Context: an optimization exercise on an open-source flow, tuned for small area, a short achievable clock period and few clock cycles. The choices shown serve that exercise and are no tape-out recipe.
Where RTL was checked, it was by simulation tests only, not by an equivalence proof against the original.

==> amber <==
==> flow/design.v (excerpt) <==
module least_squares_parabola_fit_unit (
  input  logic                              clk,
  input  logic                              rst_n,
  input  logic                              in_valid,
  output logic                              in_ready,
  input  logic signed [lsq_pkg::XW-1:0]     in_point_x,
  input  logic signed [lsq_pkg::XW-1:0]     in_point_y,
  input  logic                              in_last_point,
  output logic                              out_valid,
  input  logic                              out_ready,
  output logic signed [lsq_pkg::CoefW-1:0]  out_coef_a,
  output logic signed [lsq_pkg::CoefW-1:0]  out_coef_b,
  output logic signed [lsq_pkg::CoefW-1:0]  out_coef_c,
  output logic                              out_singular
);
  logic        v0, l0, l1, l2;
  logic [11:0] x0, y0;
  logic [22:0] u1;
  logic [5:0]  xo1, xt1, xn1, yo1, yt1, yn1;
  logic        snap_lock;
  logic        take, adv0, c0, last0;
  logic [11:0] xg, yg;
  logic [22:0] sq;
  logic [12:0] xb, yb;
  logic [5:0]  xo, xt, xn, yo, yt, yn;
  logic [10:0] n_a,    n_s,    n_nx;
  logic [21:0] sx_a,   sx_s,   sx_nx;
  logic [21:0] sy_a,   sy_s,   sy_nx;
  logic [32:0] sx2_a,  sx2_s,  sx2_nx;
  logic [33:0] sxy_as, sxy_ac, sxy_s, sxy_ns, sxy_nc, sxy_fin, sxy_is, sxy_ic;
  logic [43:0] sx3_as, sx3_ac, sx3_s, sx3_ns, sx3_nc, sx3_fin, sx3_is, sx3_ic;
  logic [43:0] sx2y_as, sx2y_ac, sx2y_s, sx2y_ns, sx2y_nc, sx2y_fin, sx2y_is, sx2y_ic;
  ...
clock: 10.0 ns
lec_check: 0
cap_margin: 20
core_margin: 2
core_utilization: 45
cts_buf_list: sky130_fd_sc_hd__clkbuf_8
cts_cluster_size: 20
slew_margin: 20
standard.sh (not shown) runs the stock make flow with config.mk's settings and CLKGATE_MAP_FILE= SYNTH_SCRIPT=/design/flow/synth_recipe.tcl, a recipe that flattens the netlist after the stock synthesis.
==> flow/flow/run.sh <==
#!/bin/bash
set -euo pipefail
bash standard.sh SETUP_SLACK_MARGIN=5.5 finish > layout.log 2>&1
==> inputs of zinc, as changes to amber <==
--- a/flow/design.v
+++ b/flow/design.v
@@ -36,16 +36,17 @@
   localparam logic [3:0] S_C02  = 4'd3;
   localparam logic [3:0] S_C11  = 4'd4;
   localparam logic [3:0] S_C12  = 4'd5;
   localparam logic [3:0] S_C22  = 4'd6;
   localparam logic [3:0] S_D    = 4'd7;
   localparam logic [3:0] S_N0   = 4'd8;
   localparam logic [3:0] S_N1   = 4'd9;
   localparam logic [3:0] S_N2   = 4'd10;
+  localparam logic [5:0] LastRead = 6'd15;   
   localparam logic [5:0] LastMul  = 6'd34;   
   localparam logic [5:0] LastStep = 6'd35;   
 endpackage
 module lsq_ucode (
   input  logic [5:0]  step,
   output logic [9:0]  wsel,
   output logic [14:0] nsel,
   output logic [2:0]  mode,
@@ -8604,27 +8605,26 @@
       sxy_s <= sxy_fin;
     end
     if (l2) begin
       sx3_s  <= sx3_fin;
       sx2y_s <= sx2y_fin;
       sx4_s  <= sx4_fin;
     end
   end
-  logic         p_run, e_run, snap_full;
+  logic         p_run, e_run, a_req;
   logic [5:0]   p_step, p_step_nx;
   logic [9:0]   wsel_nx, wsel_r;
   logic [14:0]  nsel_nx, nsel_r;
   logic         n2tag;
   logic [10:0]  b_n;
   logic [21:0]  b_sx, b_sy;
   logic [32:0]  b_sx2;
   logic [33:0]  b_sxy;
-  logic [43:0]  b_sx2y, b_sx3;
-  logic [54:0]  b_sx4;
+  logic [43:0]  b_sx2y;
   logic [2:0]   mode_nx, mode_r, e_mode;
   logic [3:0]   st_nx, st_r, e_st;
   logic         sub_nx, sub_r;
   logic [87:0]  w, e_w;
   logic [21:0]  ch;
   logic [22:0]  chb;
   logic         ov;
   logic [10:0]  bo, bt, bn, e_bo, e_bt, e_bn, e_bon, e_btn, e_bnn;
@@ -8636,42 +8636,42 @@
   logic [54:0]  c01;
   logic [65:0]  c02, c11;
   logic [76:0]  c12;
   logic [87:0]  c22;
   assign p_step_nx = a_start ? 6'd0 : (p_run && !stall) ? p_step + 6'd1 : p_step;
   lsq_ucode u_uc (.step(p_step_nx), .wsel(wsel_nx), .nsel(nsel_nx), .mode(mode_nx), .sub(sub_nx),
                   .st(st_nx));
   always_comb begin
-    w = ({88{wsel_r[0]}} & {{66{b_sx[21]}}, b_sx}) |
-        ({88{wsel_r[1]}} & {55'd0, b_sx2}) |
-        ({88{wsel_r[2]}} & {{44{b_sx3[43]}}, b_sx3}) |
-        ({88{wsel_r[3]}} & {33'd0, b_sx4}) |
+    w = ({88{wsel_r[0]}} & {{66{sx_s[21]}}, sx_s}) |
+        ({88{wsel_r[1]}} & {55'd0, sx2_s}) |
+        ({88{wsel_r[2]}} & {{44{sx3_s[43]}}, sx3_s}) |
+        ({88{wsel_r[3]}} & {33'd0, sx4_s}) |
         ({88{wsel_r[4]}} & {{44{c00[43]}}, c00}) |
         ({88{wsel_r[5]}} & {{33{c01[54]}}, c01}) |
         ({88{wsel_r[6]}} & {{22{c02[65]}}, c02}) |
         ({88{wsel_r[7]}} & {{22{c11[65]}}, c11}) |
         ({88{wsel_r[8]}} & {{11{c12[76]}}, c12}) |
         ({88{wsel_r[9]}} & c22);
-    ch = ({22{nsel_r[0]}}  & {11'd0, b_n}) |
-         ({22{nsel_r[1]}}  & b_sx) |
-         ({22{nsel_r[2]}}  & b_sx2[21:0]) |
-         ({22{nsel_r[3]}}  & {11'd0, b_sx2[32:22]}) |
-         ({22{nsel_r[4]}}  & b_sx3[21:0]) |
-         ({22{nsel_r[5]}}  & b_sx3[43:22]) |
+    ch = ({22{nsel_r[0]}}  & {11'd0, n_s}) |
+         ({22{nsel_r[1]}}  & sx_s) |
+         ({22{nsel_r[2]}}  & sx2_s[21:0]) |
+         ({22{nsel_r[3]}}  & {11'd0, sx2_s[32:22]}) |
+         ({22{nsel_r[4]}}  & sx3_s[21:0]) |
+         ({22{nsel_r[5]}}  & sx3_s[43:22]) |
          ({22{nsel_r[6]}}  & {11'd0, b_n}) |
          ({22{nsel_r[7]}}  & b_sx) |
          ({22{nsel_r[8]}}  & b_sx2[21:0]) |
          ({22{nsel_r[9]}}  & {11'd0, b_sx2[32:22]}) |
          ({22{nsel_r[10]}} & b_sy) |
          ({22{nsel_r[11]}} & b_sxy[21:0]) |
          ({22{nsel_r[12]}} & {{10{b_sxy[33]}}, b_sxy[33:22]}) |
          ({22{nsel_r[13]}} & b_sx2y[21:0]) |
          ({22{nsel_r[14]}} & b_sx2y[43:22]);
-    ov = (nsel_r[3] & b_sx2[21]) | (nsel_r[5] & b_sx3[21]) | (nsel_r[9] & b_sx2[21]) |
+    ov = (nsel_r[3] & sx2_s[21]) | (nsel_r[5] & sx3_s[21]) | (nsel_r[9] & b_sx2[21]) |
          (nsel_r[12] & b_sxy[21]) | (nsel_r[14] & b_sx2y[21]);
   end
   assign chb = {ch, ov};
   for (genvar i = 0; i < 11; i++) begin : g_menc
     assign bo[i] = chb[2*i] ^ chb[2*i+1];
     assign bt[i] = (chb[2*i+2] & ~chb[2*i+1] & ~chb[2*i]) | (~chb[2*i+2] & chb[2*i+1] & chb[2*i]);
     assign bn[i] = ((chb[2*i+2] & ~(chb[2*i+1] & chb[2*i])) ^ sub_r) & (bo[i] | bt[i]);
   end
@@ -8701,40 +8701,37 @@
   assign e_st_nx   = stall ? e_st : !p_run ? 4'd0 : n2tag ? 4'd10 : st_r;
   assign pd_nx     = store_now && e_st == 4'd7;
   assign pn0_nx    = (store_now && e_st == 4'd8)  || (pn0 && !ld0);
   assign pn1_nx    = (store_now && e_st == 4'd9)  || (pn1 && !ld1);
   assign pn2_nx    = (store_now && e_st == 4'd10) || (pn2 && !ld2);
   assign mag       = nreg[109] ? (~nreg + 110'd1) : nreg;
   assign sing_n    = dz;
   assign m0_free = !p_run || ((p_step == lsq_pkg::LastMul || p_step == lsq_pkg::LastStep) && !stall);
-  assign a_start = snap_full && m0_free;
+  assign a_start = (a_req || last0) && m0_free;
   always_ff @(posedge clk) begin
     if (!rst_n) begin
       p_run     <= 1'b0;
       e_run     <= 1'b0;
-      snap_full <= 1'b0;
+      a_req     <= 1'b0;
       snap_lock <= 1'b0;
       cst       <= '0;
       pd        <= 1'b0;
       pn0       <= 1'b0;
       pn1       <= 1'b0;
       pn2       <= 1'b0;
       stall     <= 1'b0;
       n2tag     <= 1'b0;
     end else begin
       stall <= e_run_nx && (e_st_nx != 4'd0) && (pn0_nx || pn1_nx || pn2_nx);
       if (last0) snap_lock <= 1'b1;
-      if (l2) snap_full <= 1'b1;
-      if (a_start) begin
-        snap_full <= 1'b0;
-        snap_lock <= 1'b0;
-      end
+      a_req <= (a_req || last0) && !a_start;
       if (!stall) begin
         e_run <= p_run;
+        if (p_run && p_step == lsq_pkg::LastRead) snap_lock <= 1'b0;
         if (p_run && p_step == lsq_pkg::LastStep) p_run <= 1'b0;
       end
       if (a_start) n2tag <= p_run && p_step == lsq_pkg::LastMul;
       else if (!stall) n2tag <= 1'b0;
       if (a_start) p_run <= 1'b1;
       for (int k = 0; k < 6; k++) cst[k] <= store_now && e_st == 4'(k + 1);
       pd  <= pd_nx;
       pn0 <= pn0_nx;
@@ -8758,19 +8755,17 @@
       e_btn  <= ~bt;
       e_bnn  <= ~bn;
       e_mode <= mode_r;
       e_st   <= !p_run ? 4'd0 : n2tag ? 4'd10 : st_r;
     end
     acc_s <= y_s;
     acc_c <= y_c;
     if (store_now) nreg <= acc_sum;
-    if (a_start) begin
-      b_sx3  <= sx3_s;
-      b_sx4  <= sx4_s;
+    if (p_run && p_step == lsq_pkg::LastRead && !stall) begin
       b_n    <= n_s;
       b_sx   <= sx_s;
       b_sy   <= sy_s;
       b_sx2  <= sx2_s;
       b_sxy  <= sxy_s;
       b_sx2y <= sx2y_s;
     end
     if (cst[0]) c00 <= nreg[43:0];
==> flow/config.mk (replaced) <==
export PLATFORM = sky130hd
export DESIGN_NAME = least_squares_parabola_fit_unit
export DESIGN_NICKNAME = least_squares_parabola_fit_unit
export VERILOG_FILES = /design/flow/design.v
export SDC_FILE = /design/flow/constraint.sdc
export NUM_CORES = 8
export LEC_CHECK = 0
export CAP_MARGIN = 20
export CORE_MARGIN = 2
export CORE_UTILIZATION = 45
export CTS_BUF_LIST = sky130_fd_sc_hd__clkbuf_16
export CTS_CLUSTER_DIAMETER = 110
export CTS_CLUSTER_SIZE = 26
export SLEW_MARGIN = 20
==> inputs of willow, as changes to amber <==
--- a/flow/design.v
+++ b/flow/design.v
@@ -36,16 +36,17 @@
   localparam logic [3:0] S_C02  = 4'd3;
   localparam logic [3:0] S_C11  = 4'd4;
   localparam logic [3:0] S_C12  = 4'd5;
   localparam logic [3:0] S_C22  = 4'd6;
   localparam logic [3:0] S_D    = 4'd7;
   localparam logic [3:0] S_N0   = 4'd8;
   localparam logic [3:0] S_N1   = 4'd9;
   localparam logic [3:0] S_N2   = 4'd10;
+  localparam logic [5:0] LastRead = 6'd15;   
   localparam logic [5:0] LastMul  = 6'd34;   
   localparam logic [5:0] LastStep = 6'd35;   
 endpackage
 module lsq_ucode (
   input  logic [5:0]  step,
   output logic [9:0]  wsel,
   output logic [14:0] nsel,
   output logic [2:0]  mode,
@@ -8604,27 +8605,26 @@
       sxy_s <= sxy_fin;
     end
     if (l2) begin
       sx3_s  <= sx3_fin;
       sx2y_s <= sx2y_fin;
       sx4_s  <= sx4_fin;
     end
   end
-  logic         p_run, e_run, snap_full;
+  logic         p_run, e_run, a_req;
   logic [5:0]   p_step, p_step_nx;
   logic [9:0]   wsel_nx, wsel_r;
   logic [14:0]  nsel_nx, nsel_r;
   logic         n2tag;
   logic [10:0]  b_n;
   logic [21:0]  b_sx, b_sy;
   logic [32:0]  b_sx2;
   logic [33:0]  b_sxy;
-  logic [43:0]  b_sx2y, b_sx3;
-  logic [54:0]  b_sx4;
+  logic [43:0]  b_sx2y;
   logic [2:0]   mode_nx, mode_r, e_mode;
   logic [3:0]   st_nx, st_r, e_st;
   logic         sub_nx, sub_r;
   logic [87:0]  w, e_w;
   logic [21:0]  ch;
   logic [22:0]  chb;
   logic         ov;
   logic [10:0]  bo, bt, bn, e_bo, e_bt, e_bn, e_bon, e_btn, e_bnn;
@@ -8636,42 +8636,42 @@
   logic [54:0]  c01;
   logic [65:0]  c02, c11;
   logic [76:0]  c12;
   logic [87:0]  c22;
   assign p_step_nx = a_start ? 6'd0 : (p_run && !stall) ? p_step + 6'd1 : p_step;
   lsq_ucode u_uc (.step(p_step_nx), .wsel(wsel_nx), .nsel(nsel_nx), .mode(mode_nx), .sub(sub_nx),
                   .st(st_nx));
   always_comb begin
-    w = ({88{wsel_r[0]}} & {{66{b_sx[21]}}, b_sx}) |
-        ({88{wsel_r[1]}} & {55'd0, b_sx2}) |
-        ({88{wsel_r[2]}} & {{44{b_sx3[43]}}, b_sx3}) |
-        ({88{wsel_r[3]}} & {33'd0, b_sx4}) |
+    w = ({88{wsel_r[0]}} & {{66{sx_s[21]}}, sx_s}) |
+        ({88{wsel_r[1]}} & {55'd0, sx2_s}) |
+        ({88{wsel_r[2]}} & {{44{sx3_s[43]}}, sx3_s}) |
+        ({88{wsel_r[3]}} & {33'd0, sx4_s}) |
         ({88{wsel_r[4]}} & {{44{c00[43]}}, c00}) |
         ({88{wsel_r[5]}} & {{33{c01[54]}}, c01}) |
         ({88{wsel_r[6]}} & {{22{c02[65]}}, c02}) |
         ({88{wsel_r[7]}} & {{22{c11[65]}}, c11}) |
         ({88{wsel_r[8]}} & {{11{c12[76]}}, c12}) |
         ({88{wsel_r[9]}} & c22);
-    ch = ({22{nsel_r[0]}}  & {11'd0, b_n}) |
-         ({22{nsel_r[1]}}  & b_sx) |
-         ({22{nsel_r[2]}}  & b_sx2[21:0]) |
-         ({22{nsel_r[3]}}  & {11'd0, b_sx2[32:22]}) |
-         ({22{nsel_r[4]}}  & b_sx3[21:0]) |
-         ({22{nsel_r[5]}}  & b_sx3[43:22]) |
+    ch = ({22{nsel_r[0]}}  & {11'd0, n_s}) |
+         ({22{nsel_r[1]}}  & sx_s) |
+         ({22{nsel_r[2]}}  & sx2_s[21:0]) |
+         ({22{nsel_r[3]}}  & {11'd0, sx2_s[32:22]}) |
+         ({22{nsel_r[4]}}  & sx3_s[21:0]) |
+         ({22{nsel_r[5]}}  & sx3_s[43:22]) |
          ({22{nsel_r[6]}}  & {11'd0, b_n}) |
          ({22{nsel_r[7]}}  & b_sx) |
          ({22{nsel_r[8]}}  & b_sx2[21:0]) |
          ({22{nsel_r[9]}}  & {11'd0, b_sx2[32:22]}) |
          ({22{nsel_r[10]}} & b_sy) |
          ({22{nsel_r[11]}} & b_sxy[21:0]) |
          ({22{nsel_r[12]}} & {{10{b_sxy[33]}}, b_sxy[33:22]}) |
          ({22{nsel_r[13]}} & b_sx2y[21:0]) |
          ({22{nsel_r[14]}} & b_sx2y[43:22]);
-    ov = (nsel_r[3] & b_sx2[21]) | (nsel_r[5] & b_sx3[21]) | (nsel_r[9] & b_sx2[21]) |
+    ov = (nsel_r[3] & sx2_s[21]) | (nsel_r[5] & sx3_s[21]) | (nsel_r[9] & b_sx2[21]) |
          (nsel_r[12] & b_sxy[21]) | (nsel_r[14] & b_sx2y[21]);
   end
   assign chb = {ch, ov};
   for (genvar i = 0; i < 11; i++) begin : g_menc
     assign bo[i] = chb[2*i] ^ chb[2*i+1];
     assign bt[i] = (chb[2*i+2] & ~chb[2*i+1] & ~chb[2*i]) | (~chb[2*i+2] & chb[2*i+1] & chb[2*i]);
     assign bn[i] = ((chb[2*i+2] & ~(chb[2*i+1] & chb[2*i])) ^ sub_r) & (bo[i] | bt[i]);
   end
@@ -8701,40 +8701,37 @@
   assign e_st_nx   = stall ? e_st : !p_run ? 4'd0 : n2tag ? 4'd10 : st_r;
   assign pd_nx     = store_now && e_st == 4'd7;
   assign pn0_nx    = (store_now && e_st == 4'd8)  || (pn0 && !ld0);
   assign pn1_nx    = (store_now && e_st == 4'd9)  || (pn1 && !ld1);
   assign pn2_nx    = (store_now && e_st == 4'd10) || (pn2 && !ld2);
   assign mag       = nreg[109] ? (~nreg + 110'd1) : nreg;
   assign sing_n    = dz;
   assign m0_free = !p_run || ((p_step == lsq_pkg::LastMul || p_step == lsq_pkg::LastStep) && !stall);
-  assign a_start = snap_full && m0_free;
+  assign a_start = (a_req || last0) && m0_free;
   always_ff @(posedge clk) begin
     if (!rst_n) begin
       p_run     <= 1'b0;
       e_run     <= 1'b0;
-      snap_full <= 1'b0;
+      a_req     <= 1'b0;
       snap_lock <= 1'b0;
       cst       <= '0;
       pd        <= 1'b0;
       pn0       <= 1'b0;
       pn1       <= 1'b0;
       pn2       <= 1'b0;
       stall     <= 1'b0;
       n2tag     <= 1'b0;
     end else begin
       stall <= e_run_nx && (e_st_nx != 4'd0) && (pn0_nx || pn1_nx || pn2_nx);
       if (last0) snap_lock <= 1'b1;
-      if (l2) snap_full <= 1'b1;
-      if (a_start) begin
-        snap_full <= 1'b0;
-        snap_lock <= 1'b0;
-      end
+      a_req <= (a_req || last0) && !a_start;
       if (!stall) begin
         e_run <= p_run;
+        if (p_run && p_step == lsq_pkg::LastRead) snap_lock <= 1'b0;
         if (p_run && p_step == lsq_pkg::LastStep) p_run <= 1'b0;
       end
       if (a_start) n2tag <= p_run && p_step == lsq_pkg::LastMul;
       else if (!stall) n2tag <= 1'b0;
       if (a_start) p_run <= 1'b1;
       for (int k = 0; k < 6; k++) cst[k] <= store_now && e_st == 4'(k + 1);
       pd  <= pd_nx;
       pn0 <= pn0_nx;
@@ -8758,19 +8755,17 @@
       e_btn  <= ~bt;
       e_bnn  <= ~bn;
       e_mode <= mode_r;
       e_st   <= !p_run ? 4'd0 : n2tag ? 4'd10 : st_r;
     end
     acc_s <= y_s;
     acc_c <= y_c;
     if (store_now) nreg <= acc_sum;
-    if (a_start) begin
-      b_sx3  <= sx3_s;
-      b_sx4  <= sx4_s;
+    if (p_run && p_step == lsq_pkg::LastRead && !stall) begin
       b_n    <= n_s;
       b_sx   <= sx_s;
       b_sy   <= sy_s;
       b_sx2  <= sx2_s;
       b_sxy  <= sxy_s;
       b_sx2y <= sx2y_s;
     end
     if (cst[0]) c00 <= nreg[43:0];
==> flow/flow/run.sh (replaced) <==
#!/bin/bash
set -euo pipefail
bash standard.sh SETUP_SLACK_MARGIN=5.4 finish > layout.log 2>&1
==> comparison table <==
quantity	zinc	amber	willow
Share of the synthesized area in compound gates (AO/OA/AOI/OAI)	12.9%	12.8%	12.9%
Height of the chip	665 um	670 um	665 um
Synth top area share	25.3%	26.5%	25.3%
Die area	443000 um^2	449000 um^2	443000 um^2
Sequential area share after synthesis	37.0%	37.9%	37.0%
Met2 global-route usage	45.8%	46.5%	45.9%
Number of synthesized register bits	2806	2905	2806
Worst stage delay on the critical path	540 ps	620 ps	490 ps
Number of flip-flops and latches	2806	2905	2806
WL met2	296000 um	311000 um	296000 um
Cells resized by post-CTS repair	295	344	160
Clkbuf count	153	602	543
Via density	5.92	5.89	5.86
Cells after Synth	18.4k	18.4k	18.4k
Aggregate global-route resource usage	28.9%	29.0%	29.2%
Fraction of final layout cells with drive strength greater than 1	7.41%	10.8%	8.06%
Area growth from synthesis to layout	9.10%	13.3%	10.3%
Outcome	finished clean	finished clean	finished clean
Detailed-route via count	142k	147k	144k
Testbench counts of zinc, summed over its fixed seeds: cycles 6,897.
Testbench counts of willow, summed over its fixed seeds: cycles 6,897.
For amber, only the layout was checked, not whether the RTL still works.

re-timing with driven ports:
Ports are ideal in the flow. The routed layouts listed here were re-timed in OpenROAD. Step 1 (the two cells are an assumption about what drives the block):
set clk [get_ports {clk}]
set_driving_cell -lib_cell sky130_fd_sc_hd__clkbuf_16 $clk
set_driving_cell -lib_cell sky130_fd_sc_hd__buf_2 [delete_from_list [all_inputs] $clk]
Step 2 adds t to the input delays and takes it off the output delays; t is the mean of the earliest and latest rising clock arrival at the registers after step 1. Input paths then give back, and output paths get back, about the clock's delay inside the block. a / b / c = ideal ports / drivers / drivers and shift; a / b = the first two.
run	t, ns	setup slack, ns	worst setup path at the end	clock arrival spread, ns	pins driven straight from the clock port
amber	1.334	5.323 / 5.323 / 5.288	input to register	0.139 / 0.139	1
zinc	1.046	5.508 / 5.508 / 5.476	input to register	0.058 / 0.058	1
willow	1.280	5.360 / 5.360 / 5.360	register to register	0.158 / 0.157	1
After both steps every run listed still meets setup and hold. The setup slack of amber, which loses most, moves by 0.000 ns with the drivers and by -0.035 ns with both steps.
